This design comes from an exercise in tuning for small area on the open sky130 flow, not from production work. In this exercise RTL edits were held to simulation tests only and were not proved equivalent to the original. Power and IR drop assume default switching activity.

Setup of P:
## round_key_store
module round_key_store
(
    input  logic         clk,
    input  logic         reset_n,
    input  logic         load_key,
    input  logic [127:0] cipher_key,
    output logic         start_expansion,
    output logic [127:0] prev_key,
    input  logic [127:0] next_key,
    input  logic         finished_expansion,
    input  logic [3:0]   rd_round,
    output logic [127:0] rd_key,
    output logic         keys_ready,
    output logic         busy,
    output logic         sched_err
);
Size: about 2400 cells after synthesis, ~1400 flip-flops, about 520 I/O pins, about 38000 um2 of cells after synthesis.
==> flow/config.mk <==
export PLATFORM = sky130hd
export DESIGN_NAME = round_key_store
export DESIGN_NICKNAME = round_key_store
export VERILOG_FILES = /design/flow/design.v
export SDC_FILE = /design/flow/constraint.sdc
export NUM_CORES = 4
export LEC_CHECK = 0
export CAP_MARGIN = 20
export CORE_MARGIN = 2
export CORE_UTILIZATION = 55
export PLACE_DENSITY = 0.7
export SLEW_MARGIN = 20
export SYNTH_HIERARCHICAL = 1
export SYNTH_MINIMUM_KEEP_SIZE = 0
==> flow/constraint.sdc <==
create_clock -name core_clock -period 5.0 [get_ports {clk}]
set_input_delay 1.0000 -clock core_clock [delete_from_list [all_inputs] [get_ports {clk}]]
set_output_delay 1.0000 -clock core_clock [all_outputs]
set_load 0.01 [all_outputs]
standard.sh (not shown) runs the stock make flow with config.mk's settings and CLKGATE_MAP_FILE= SYNTH_SCRIPT=/design/flow/synth_recipe.tcl, a recipe that flattens the netlist after the stock synthesis.
==> flow/flow/run.sh <==
#!/bin/bash
# Standard ORFS layout with these changes: the port buffers are the smallest
# buffer (buf_1), CTS uses clkbuf_8 with larger sink clusters and no dummy
# loads, and power recovery (which downsizes cells off the critical paths)
# runs after global routing.
set -euo pipefail
export BUFFER_PORTS_ARGS="-buffer_cell sky130_fd_sc_hd__buf_1"
export CTS_ARGS="-sink_clustering_enable -repair_clock_nets -dont_use_dummy_load -buf_list {sky130_fd_sc_hd__clkbuf_8} -sink_clustering_size 16 -sink_clustering_max_diameter 50"
export RECOVER_POWER=100
bash standard.sh > standard.log 2>&1
P finished all stages; however, its layout fails the closing checks, the failures being max-capacitance violations, max-slew violations.
Relative to P, the following input files were edited for Q:
--- a/flow/flow/run.sh
+++ b/flow/flow/run.sh
@@ -3,3 +3,2 @@
-# buffer (buf_1), CTS uses clkbuf_8 with larger sink clusters and no dummy
-# loads, and power recovery (which downsizes cells off the critical paths)
-# runs after global routing.
+# buffer (buf_1), and CTS uses clkbuf_8 with larger sink clusters and no
+# dummy loads.
@@ -9 +7,0 @@
-export RECOVER_POWER=100
Findings:
- Q reached the end of the flow, and the finished layout is clean on the timing, design-rule and antenna checks.
- On number of antenna cells inserted, Q and P are neck and neck.
- For area occupied by multi-input gates, P and Q come out practically identical.
- Comparing P against Q, there is no change at all in cell count.
- Share of the cycle needed by the critical path after routing, Q and P, higher one = P.
- Compared with P, in Q register cell area after layout held, count of vias placed by the detailed router held steady.
- Compared Q against P; combinational fraction of design power within noise.
- Q and P ended up with nearly the same area growth from synthesis to final layout.
- | final-layout non-clock buffer area share | P vs Q | ≈ equal |

The RTL this note starts from:
==> flow/design.v <==
package round_key_store_pkg;
    localparam int NUM_ROUNDS = 10;
    localparam int KEY_WIDTH  = 128;
    localparam int NUM_SLOTS  = NUM_ROUNDS + 1;
    typedef logic [31:0]  word_t;
    typedef word_t [3:0]  key_t;         
    typedef logic [3:0]   round_idx_t;
    typedef enum logic [1:0] {
        IDLE,
        START,
        CAPTURE,
        READY
    } rks_fsm_e;
endpackage
module round_key_regfile
(
    input  logic                      clk,
    input  logic                      ld_en,
    input  round_key_store_pkg::key_t ld_data,
    input  logic                      ins_en,
    input  round_key_store_pkg::key_t ins_data,
    input  logic                      dump0,
    input  logic [10:0]               rsel,
    output round_key_store_pkg::key_t rdata,
    output round_key_store_pkg::key_t slot0
);
    logic [127:0] s0;
    logic [127:0] ring [round_key_store_pkg::NUM_ROUNDS];
    logic [127:0] ring0_d;
    logic [127:0] rd_bits;
    logic [127:0] ins_bits;
    logic rot_en;
    assign rot_en = !ins_en && !dump0;
    always_ff @(posedge clk) begin
        if (ld_en) s0 <= ld_data;
    end
    always_ff @(posedge clk) begin
        ring[0] <= ring0_d;
        for (int i = 1; i < round_key_store_pkg::NUM_ROUNDS; i++)
            ring[i] <= ring[i-1];
    end
    for (genvar b = 0; b < round_key_store_pkg::KEY_WIDTH; b++) begin : g_bit
        round_key_sel3 u_ins (
            .sel ({rot_en, dump0, ins_en}),
            .d   ({ring[9][b], s0[b], ins_bits[b]}),
            .q   (ring0_d[b])
        );
        round_key_sel11 u_rd (
            .sel (rsel),
            .d   ({s0[b], ring[9][b], ring[8][b], ring[7][b],
                   ring[6][b], ring[5][b], ring[4][b], ring[3][b],
                   ring[2][b], ring[1][b], ring[0][b]}),
            .q   (rd_bits[b])
        );
    end
    assign ins_bits = ins_data;
    assign rdata    = rd_bits;
    assign slot0    = s0;
endmodule
module round_key_sel3
(
    input  logic [2:0] sel,
    input  logic [2:0] d,
    output logic       q
);
    assign q = |(sel & d);
endmodule
module round_key_sel11
(
    input  logic [10:0] sel,
    input  logic [10:0] d,
    output logic        q
);
    logic [2:0] g_n;
    logic       g;
    round_key_aoi222 u_g0 (.a(sel[2:0]), .b(d[2:0]), .y(g_n[0]));
    round_key_aoi222 u_g1 (.a(sel[5:3]), .b(d[5:3]), .y(g_n[1]));
    round_key_aoi222 u_g2 (.a(sel[8:6]), .b(d[8:6]), .y(g_n[2]));
    round_key_nand3  u_g  (.a(g_n), .y(g));
    round_key_ao221  u_or (.a(sel[10:9]), .b(d[10:9]), .c(g), .y(q));
endmodule
module round_key_aoi222
(
    input  logic [2:0] a,
    input  logic [2:0] b,
    output logic       y
);
    assign y = ~|(a & b);
endmodule
module round_key_ao221
(
    input  logic [1:0] a,
    input  logic [1:0] b,
    input  logic       c,
    output logic       y
);
    assign y = |(a & b) | c;
endmodule
module round_key_nand3
(
    input  logic [2:0] a,
    output logic       y
);
    assign y = ~&a;
endmodule
module round_key_store
(
    input  logic         clk,
    input  logic         reset_n,
    input  logic         load_key,
    input  logic [127:0] cipher_key,
    output logic         start_expansion,
    output logic [127:0] prev_key,
    input  logic [127:0] next_key,
    input  logic         finished_expansion,
    input  logic [3:0]   rd_round,
    output logic [127:0] rd_key,
    output logic         keys_ready,
    output logic         busy,
    output logic         sched_err
);
    logic       st_start, st_cap, st_ready;
    logic [3:0] ph;
    logic       sched_err_q;
    logic       load_ok;
    logic       last_write;
    logic [3:0] ph_nxt;
    logic [3:0] rpos;
    logic [10:0] rsel;
    logic [3:0]  rd_pos, rd_pos_nxt;
    round_key_store_pkg::key_t rd_data;
    round_key_store_pkg::key_t slot0;
    assign load_ok    = load_key && !st_start && !st_cap;
    assign last_write = (ph == 4'd9);
    always_ff @(posedge clk or negedge reset_n) begin
        if (!reset_n) begin
            st_start <= 1'b0;
            st_cap   <= 1'b0;
            st_ready <= 1'b0;
        end else begin
            st_start <= load_ok;
            st_cap   <= st_start || (st_cap && !last_write);
            st_ready <= (st_cap && last_write) || (st_ready && !load_ok);
        end
    end
    assign ph_nxt = st_start ? 4'd0 : ((ph == 4'd9) ? 4'd0 : ph + 4'd1);
    always_ff @(posedge clk or negedge reset_n) begin
        if (!reset_n) ph <= '0;
        else          ph <= ph_nxt;
    end
    always_ff @(posedge clk or negedge reset_n) begin
        if (!reset_n)
            sched_err_q <= 1'b0;
        else if (load_ok)
            sched_err_q <= 1'b0;
        else if (st_cap && (finished_expansion != last_write))
            sched_err_q <= 1'b1;
    end
    always_comb begin
        logic [3:0] b;
        b = rd_round - 4'd1;
        rpos = (ph >= b) ? ph - b : ph + 4'd10 - b;
    end
    always_comb begin
        if (rd_round == 4'd0)       rd_pos_nxt = load_ok ? 4'd0 : 4'd10;
        else if (rd_round <= 4'd10) rd_pos_nxt = rpos;
        else                        rd_pos_nxt = 4'd15;
    end
    always_ff @(posedge clk) begin
        rd_pos <= rd_pos_nxt;
    end
    always_comb begin
        for (int i = 0; i <= round_key_store_pkg::NUM_ROUNDS; i++)
            rsel[i] = (rd_pos == 4'(i));
    end
    round_key_regfile u_regfile (
        .clk      (clk),
        .ld_en    (load_ok),
        .ld_data  (cipher_key),
        .ins_en   (st_cap),
        .ins_data (next_key),
        .dump0    (load_ok && (rd_round == 4'd0)),
        .rsel     (rsel),
        .rdata    (rd_data),
        .slot0    (slot0)
    );
    assign start_expansion = st_start;
    assign busy            = st_start | st_cap;
    assign keys_ready      = st_ready;
    assign sched_err       = sched_err_q;
    assign rd_key          = rd_data;
    assign prev_key        = slot0;
endmodule
clock: 5.0 ns
lec_check: 0
cap_margin: 20
core_margin: 2
core_utilization: 55
place_density: 0.7
slew_margin: 20
synth_hierarchical: 1
synth_minimum_keep_size: 0
==> flow/flow/run.sh <==
#!/bin/bash
# Standard ORFS layout with these changes: the port buffers are the smallest
# buffer (buf_1), and CTS uses clkbuf_4 with sink clusters of up to 10 flip-flops and no
# dummy loads.
set -euo pipefail
export BUFFER_PORTS_ARGS="-buffer_cell sky130_fd_sc_hd__buf_1"
export CTS_ARGS="-sink_clustering_enable -repair_clock_nets -dont_use_dummy_load -buf_list {sky130_fd_sc_hd__clkbuf_4} -sink_clustering_size 10 -sink_clustering_max_diameter 40"
bash standard.sh > standard.log 2>&1
The starting point completed without violations.
Change:
==> flow/flow/run.sh (replaced) <==
#!/bin/bash
# Standard ORFS layout with these changes: the port buffers are the smallest
# buffer (buf_1), and CTS uses clkbuf_8 with larger sink clusters and no
# dummy loads.
set -euo pipefail
export BUFFER_PORTS_ARGS="-buffer_cell sky130_fd_sc_hd__buf_1"
export CTS_ARGS="-sink_clustering_enable -repair_clock_nets -dont_use_dummy_load -buf_list {sky130_fd_sc_hd__clkbuf_8} -sink_clustering_size 16 -sink_clustering_max_diameter 50"
bash standard.sh > standard.log 2>&1
After rerunning: Final cell count went down by 1.4%. Total power went up by 1.6%. Die area is unchanged. Hold slack gets better by 69 ps. Clock skew went down by 60 ps. Global-route usage went down by 0.41 points. Worst setup slack gets better by 180 ps.
Change:
CAP_MARGIN = 0   (was 20)
SLEW_MARGIN = 0   (was 20)
What happened: Non-clock buffer count stays the same. Clock skew barely changes. Cell count is unchanged. Setup slack is worse by 81 ps. Utilization barely changes.

-- separate check: timing with driven ports --
The results above use ideal ports. As a check the final layouts listed here were re-extracted and re-timed, cells and wires unchanged. Step 1, drivers: a clkbuf_16 drives clk and a buf_2 each remaining input, both assumed. Step 2 also shifts input and output timing later by t, the mid clock arrival at the registers, as if the neighbouring blocks saw the same clock. Slacks: no drivers / after step 1 / after step 2; pairs: no drivers / after step 1.
run	t, ns	setup slack, ns	pins driven straight from the clock port
P	0.765	0.391 / 0.391 / -0.153	1
Q	0.767	0.645 / 0.681 / -0.086	1
the first run of note 2	0.999	0.427 / 0.364 / 1.164	1
the second run of note 2	0.780	0.607 / 0.544 / 1.210	1
the third run of note 2	0.778	0.525 / 0.463 / 1.216	1
The setup slack of Q, which loses most, moves by +0.036 ns with the drivers and by -0.731 ns with both steps.
